Source: an optimization exercise on an open RTL-to-GDS flow (aim: small area, a short achievable clock period and few clock cycles per item). Production flows keep margins and buffers that such runs may drop. In this exercise RTL edits were held to simulation tests only and were not proved equivalent to the original.

==> job 6992: inputs <==
==> flow/design.v <==
package zprize_mul_pkg;
    localparam int unsigned OP_W    = 384;   
    localparam int unsigned LIMB_W  = 26;    
    localparam int unsigned N_LIMBS = 15;    
    localparam int unsigned COL_W   = 32;    
    localparam int unsigned META_W  = 32;    
    localparam int unsigned CHUNK_W = 3;     
    typedef enum logic [1:0] {
        IDLE,
        ACC,
        NORM,
        WAIT
    } state_t;
    function automatic integer clog2(input integer v);
        clog2 = $clog2(v);
    endfunction
endpackage
module zprize_col_norm
#(
    parameter int unsigned LW = zprize_mul_pkg::LIMB_W,
    parameter int unsigned CW = zprize_mul_pkg::COL_W
) (
    input  logic [CW-1:0]  col,
    input  logic [CW-LW:0] carry_in,
    output logic [LW-1:0]  digit,
    output logic [CW-LW:0] carry_out
);
    logic [CW:0] sum;
    always_comb begin
        sum       = {1'b0, col} + (CW+1)'(carry_in);
        digit     = sum[LW-1:0];
        carry_out = sum[CW:LW];
    end
endmodule
module zprize_mul_col_acc
#(
    parameter int unsigned W  = zprize_mul_pkg::OP_W,
    parameter int unsigned LW = zprize_mul_pkg::LIMB_W,
    parameter int unsigned NL = zprize_mul_pkg::N_LIMBS,
    parameter int unsigned CW = zprize_mul_pkg::COL_W,
    parameter int unsigned M  = zprize_mul_pkg::META_W,
    parameter int unsigned CI = zprize_mul_pkg::clog2(2 * NL)
) (
    input  logic                  clk,
    input  logic                  rst,
    input  logic                  in_valid,
    input  logic [2*LW-1:0]       in_prod,
    input  logic [CI-1:0]         in_col,
    input  logic                  in_first,
    input  logic                  in_last,
    input  logic [M-1:0]          in_m,
    output logic                  in_ready,
    output logic                  out_valid,
    input  logic                  out_ready,
    output logic [2*W-1:0]        out_prod,
    output logic [M-1:0]          out_m,
    output logic                  err
);
    localparam int unsigned NC = 2 * NL;
    localparam int unsigned HW = CW - LW;                  
    localparam int unsigned TW = 2 * W - (NC - 1) * LW;    
    localparam int unsigned K  = zprize_mul_pkg::CHUNK_W;  
    function automatic logic cut(input int unsigned i);
        cut = (i == LW) || (i < LW && (i % K) == 0);
    endfunction
    function automatic int unsigned cwid(input int unsigned c);
        cwid = (c == NC - 1) ? TW : CW;
    endfunction
    logic [CW-1:0]   col_q [NC];
    logic [CW-1:0]   kq    [NC];      
    logic [NC-2:0]   oh_q;            
    logic [NC-1:0]   clr_q;           
    logic [2*LW-1:0] prod_q;
    logic            last_q;          
    logic            acc_q;           
    logic            flush_q, norm_q;
    logic            in_ready_q, out_valid_q, err_q;
    logic [M-1:0]    m_q;
    logic            take, col_ok, beat, busy, anyk;
    logic [LW-1:0]   lo, hi;
    always_comb begin
        take   = in_valid && in_ready_q;
        col_ok = in_col <= CI'(NC - 2);
        beat   = take && col_ok;
        lo     = prod_q[LW-1:0];
        hi     = prod_q[2*LW-1:LW];
        busy   = 1'b0;
        anyk   = 1'b0;
        for (int unsigned c = 0; c < NC; c++) begin
            busy = busy | (|kq[c]);
            anyk = anyk | (|kq[c]);
            if (c < NC - 1) busy = busy | (|col_q[c][CW-1:LW]);
        end
    end
    always_ff @(posedge clk) begin
        if (!rst) begin
            oh_q        <= '0;
            clr_q       <= '0;
            last_q      <= 1'b0;
            acc_q       <= 1'b0;
            flush_q     <= 1'b0;
            norm_q      <= 1'b0;
            in_ready_q  <= 1'b1;
            out_valid_q <= 1'b0;
            err_q       <= 1'b0;
        end else begin
            for (int unsigned c = 0; c < NC - 1; c++) oh_q[c] <= beat && in_col == CI'(c);
            clr_q   <= {NC{beat && in_first}};
            last_q  <= beat && in_last;
            if ((in_valid && !in_ready_q) || (take && !col_ok) || (beat && !in_first && !acc_q))
                err_q <= 1'b1;
            if (beat) acc_q <= !in_last;
            if (beat && in_last) in_ready_q <= 1'b0;
            flush_q <= last_q || (flush_q && anyk);
            if (flush_q && !anyk) norm_q <= 1'b1;
            if (norm_q && !busy) begin
                norm_q      <= 1'b0;
                out_valid_q <= 1'b1;
            end
            if (out_valid_q && out_ready) begin
                out_valid_q <= 1'b0;
                in_ready_q  <= 1'b1;
            end
        end
    end
    always_ff @(posedge clk) begin
        prod_q <= in_prod;
        if (beat && in_last) m_q <= in_m;
    end
    logic [CW-1:0] base  [NC];
    logic [CW-1:0] add   [NC];
    logic [CW-1:0] col_d [NC];
    logic [CW-1:0] kd    [NC];
    logic [NC-1:0] jump;          
    always_comb begin
        for (int unsigned c = 0; c < NC; c++) begin
            logic          cy, ci;
            logic [HW-1:0] hin;
            logic [CW-1:0] low;
            hin  = (c > 0 && norm_q) ? col_q[c-1][CW-1:LW] : '0;
            low  = '0;
            for (int unsigned i = 0; i < cwid(c) && i < LW; i++) low[i] = 1'b1;
            jump[c] = hin[0] && !(|hin[HW-1:1]) && ((col_q[c] & low) == low)
                      && !(|(kq[c] & low));
            base[c] = col_q[c];
            if (clr_q[c] || jump[c]) base[c] = base[c] & ~low;
            if (clr_q[c]) base[c] = '0;
            if (norm_q && c < NC - 1) base[c][CW-1:LW] = '0;
            add[c] = '0;
            if (c < NC - 1 && oh_q[c]) add[c][LW-1:0] = add[c][LW-1:0] | lo;
            if (c > 0 && oh_q[c-1])    add[c][LW-1:0] = add[c][LW-1:0] | hi;
            add[c][HW-1:1] = add[c][HW-1:1] | hin[HW-1:1];
            if (c < NC - 1) add[c][LW] = kq[c][LW] && !clr_q[c];
            kd[c] = '0;
            cy    = 1'b0;
            for (int unsigned i = 0; i < cwid(c); i++) begin
                logic a, b;
                if (i == 0)       ci = hin[0] && !jump[c];
                else if (i == LW) ci = jump[c];
                else if (cut(i)) begin
                    ci       = kq[c][i] && !clr_q[c];
                    kd[c][i] = cy;
                end else          ci = cy;
                if (i == LW) kd[c][i] = cy;
                a = base[c][i];
                b = (i <= LW) ? add[c][i] : 1'b0;
                col_d[c][i] = a ^ b ^ ci;
                cy          = (a & b) | (a & ci) | (b & ci);
            end
            for (int unsigned i = cwid(c); i < CW; i++) col_d[c][i] = 1'b0;
        end
    end
    always_ff @(posedge clk) begin
        for (int unsigned c = 0; c < NC; c++) begin
            col_q[c] <= col_d[c];
            kq[c]    <= kd[c];
        end
    end
    always_comb begin
        for (int unsigned c = 0; c < NC - 1; c++) out_prod[c*LW +: LW] = col_q[c][LW-1:0];
        out_prod[(NC-1)*LW +: TW] = col_q[NC-1][TW-1:0];
    end
    assign in_ready  = in_ready_q;
    assign out_valid = out_valid_q;
    assign out_m     = m_q;
    assign err       = err_q;
endmodule
==> flow/run.sh <==
#!/bin/bash
# synth_recipe.tcl (not shown) runs the flow's synth.tcl, then flattens the netlist and writes it again
# the make line also repeats each setting of config.mk as NAME=value (left out here)
make -C /OpenROAD-flow-scripts/flow DESIGN_CONFIG=/design/flow/config.mk WORK_HOME=/design/flow/orfs CLKGATE_MAP_FILE= SYNTH_SCRIPT=/design/flow/synth_recipe.tcl finish
==> flow/config.mk <==
export PLATFORM = sky130hd
export DESIGN_NAME = zprize_mul_col_acc
export DESIGN_NICKNAME = zprize_mul_col_acc
export VERILOG_FILES = /design/flow/design.v
export SDC_FILE = /design/flow/constraint.sdc
export NUM_CORES = 4
export LEC_CHECK = 0
export CAP_MARGIN = 20
export CORE_MARGIN = 2
export CORE_UTILIZATION = 40
export SETUP_SLACK_MARGIN = 4.8
export SLEW_MARGIN = 20
==> flow/constraint.sdc <==
create_clock -name core_clock -period 8.0 [get_ports {clk}]
set_input_delay 1.6000 -clock core_clock [delete_from_list [all_inputs] [get_ports {clk}]]
set_output_delay 1.6000 -clock core_clock [all_outputs]
set_load 0.01 [all_outputs]
==> job 3849 (differences from job 6992) <==
==> flow/design.v (replaced) <==
package zprize_mul_pkg;
    localparam int unsigned OP_W    = 384;   
    localparam int unsigned LIMB_W  = 26;    
    localparam int unsigned N_LIMBS = 15;    
    localparam int unsigned COL_W   = 32;    
    localparam int unsigned META_W  = 32;    
    typedef enum logic [1:0] {
        IDLE,
        ACC,
        NORM,
        WAIT
    } state_t;
    function automatic integer clog2(input integer v);
        clog2 = $clog2(v);
    endfunction
endpackage
module zprize_col_norm
#(
    parameter int unsigned LW = zprize_mul_pkg::LIMB_W,
    parameter int unsigned CW = zprize_mul_pkg::COL_W
) (
    input  logic [CW-1:0]  col,
    input  logic [CW-LW:0] carry_in,
    output logic [LW-1:0]  digit,
    output logic [CW-LW:0] carry_out
);
    logic [CW:0] sum;
    always_comb begin
        sum       = {1'b0, col} + (CW+1)'(carry_in);
        digit     = sum[LW-1:0];
        carry_out = sum[CW:LW];
    end
endmodule
module zprize_mul_col_acc
#(
    parameter int unsigned W  = zprize_mul_pkg::OP_W,
    parameter int unsigned LW = zprize_mul_pkg::LIMB_W,
    parameter int unsigned NL = zprize_mul_pkg::N_LIMBS,
    parameter int unsigned CW = zprize_mul_pkg::COL_W,
    parameter int unsigned M  = zprize_mul_pkg::META_W,
    parameter int unsigned CI = zprize_mul_pkg::clog2(2 * NL)
) (
    input  logic                  clk,
    input  logic                  rst,
    input  logic                  in_valid,
    input  logic [2*LW-1:0]       in_prod,
    input  logic [CI-1:0]         in_col,
    input  logic                  in_first,
    input  logic                  in_last,
    input  logic [M-1:0]          in_m,
    output logic                  in_ready,
    output logic                  out_valid,
    input  logic                  out_ready,
    output logic [2*W-1:0]        out_prod,
    output logic [M-1:0]          out_m,
    output logic                  err
);
    localparam int unsigned NC = 2 * NL;
    localparam int unsigned HW = CW - LW;                 
    localparam int unsigned TW = 2 * W - (NC - 1) * LW;   
    logic [CW-1:0]   col_q [NC-1];
    logic [TW-1:0]   top_q;
    logic [NC-2:0]   oh_q;        
    logic [2*LW-1:0] prod_q;
    logic            first_q;     
    logic            last_q;      
    logic            acc_q;       
    logic            norm_q;      
    logic            in_ready_q, out_valid_q, err_q;
    logic [M-1:0]    m_q;
    logic            take, col_ok, beat, any_h, step;
    logic [LW-1:0]   lo, hi;
    always_comb begin
        take   = in_valid && in_ready_q;
        col_ok = in_col <= CI'(NC - 2);
        beat   = take && col_ok;
        lo     = prod_q[LW-1:0];
        hi     = prod_q[2*LW-1:LW];
        any_h  = 1'b0;
        for (int unsigned c = 0; c < NC - 1; c++) any_h = any_h | (|col_q[c][CW-1:LW]);
        step   = norm_q && any_h;
    end
    always_ff @(posedge clk) begin
        if (!rst) begin
            oh_q        <= '0;
            first_q     <= 1'b0;
            last_q      <= 1'b0;
            acc_q       <= 1'b0;
            norm_q      <= 1'b0;
            in_ready_q  <= 1'b1;
            out_valid_q <= 1'b0;
            err_q       <= 1'b0;
        end else begin
            for (int unsigned c = 0; c < NC - 1; c++) oh_q[c] <= beat && in_col == CI'(c);
            first_q <= beat && in_first;
            last_q  <= beat && in_last;
            if ((in_valid && !in_ready_q) || (take && !col_ok) || (beat && !in_first && !acc_q))
                err_q <= 1'b1;
            if (beat) acc_q <= !in_last;
            if (beat && in_last) in_ready_q <= 1'b0;
            if (last_q) norm_q <= 1'b1;
            if (norm_q && !any_h) begin
                norm_q      <= 1'b0;
                out_valid_q <= 1'b1;
            end
            if (out_valid_q && out_ready) begin
                out_valid_q <= 1'b0;
                in_ready_q  <= 1'b1;
            end
        end
    end
    always_ff @(posedge clk) begin
        prod_q <= in_prod;
        if (beat && in_last) m_q <= in_m;
    end
    logic [CW-1:0] base [NC-1];
    logic [LW-1:0] add  [NC-1];
    logic [CW-1:0] col_d [NC-1];
    logic [TW-1:0] top_b, top_a;
    always_comb begin
        for (int unsigned c = 0; c < NC - 1; c++) begin
            base[c] = col_q[c];
            if (first_q) base[c] = '0;
            if (norm_q) base[c][CW-1:LW] = '0;
            add[c] = oh_q[c] ? lo : '0;
            if (c > 0) begin
                if (oh_q[c-1]) add[c] = add[c] | hi;
                if (step) add[c] = add[c] | LW'(col_q[c-1][CW-1:LW]);
            end
            col_d[c] = base[c] + CW'(add[c]);
        end
        top_b = first_q ? '0 : top_q;
        top_a = oh_q[NC-2] ? hi[TW-1:0] : '0;
        if (step) top_a = top_a | TW'(col_q[NC-2][CW-1:LW]);
    end
    always_ff @(posedge clk) begin
        for (int unsigned c = 0; c < NC - 1; c++) col_q[c] <= col_d[c];
        top_q <= top_b + top_a;
    end
    always_comb begin
        for (int unsigned c = 0; c < NC - 1; c++) out_prod[c*LW +: LW] = col_q[c][LW-1:0];
        out_prod[(NC-1)*LW +: TW] = top_q;
    end
    assign in_ready  = in_ready_q;
    assign out_valid = out_valid_q;
    assign out_m     = m_q;
    assign err       = err_q;
endmodule
- SETUP_SLACK_MARGIN: 4.8 -> unset
==> impl_metrics.env <==
export IMPL_highest_signal_layer="met5"
export IMPL_grt_pass1_vias=71000
export IMPL_synth_area_leaders="dfxtp_1, ha_1, buf_4"
export IMPL_hold_end="norm_q$_SDFFE_PP0P_"
export IMPL_outcome="complete, no violations"
export IMPL_max_freq_mhz=146
export IMPL_gr_usage_met3=0.0690
export IMPL_globalplace_congestion=0.966
export IMPL_core_area_mm2=0.202
export IMPL_path_max_fanout=98
# the run above: job 3849

==> impl_metrics.env <==
export IMPL_path_max_fanout=4
export IMPL_yosys_area_top_type_share=0.364
export IMPL_highest_signal_layer="met4"
export IMPL_gr_usage_met3=0.0783
export IMPL_core_area_mm2=0.176
export IMPL_max_freq_mhz=309
export IMPL_area_share_nonclk_buffers=0.113
export IMPL_die_y_um=426
export IMPL_outcome="complete, no violations"
export IMPL_globalplace_congestion=0.880
export IMPL_synth_area_leaders="dfxtp_1, fa_1, buf_4"
# the run above: job 6992

Testbench counts of job 6992, summed over its fixed seeds: cycles 22,704, items 96.
Testbench counts of job 3849, summed over its fixed seeds: cycles 22,234, items 96.

==> what the ideal ports hide <==
The flow's constraints put no driver on any port. The routed layouts listed below were extracted and timed again, unchanged, in two steps. Step 1, drivers: a clkbuf_16 drives clk and a buf_2 each remaining input, both assumed. Step 2 adds t to the input delays and takes it off the output delays; t is the mean of the earliest and latest rising clock arrival at the registers after step 1. Input paths then give back, and output paths get back, about the clock's delay inside the block. Slacks: no drivers / after step 1 / after step 2; pairs: no drivers / after step 1.
run | t (ns) | slack for setup (ns) | latest minus earliest clock arrival (ns) | worst register clock-pin slew, ns
job 6992 | 0.889 | 4.764 / 4.746 / 4.166 | 0.030 / 0.030 | 0.07 / 0.07
job 3849 | 0.897 | 1.168 / 1.168 / 1.168 | 0.040 / 0.040 | 0.06 / 0.06
After both steps setup and hold are still met in every run listed. For job 6992, which loses most, drivers alone change the setup slack by -0.018 ns; drivers and shift together by -0.598 ns.
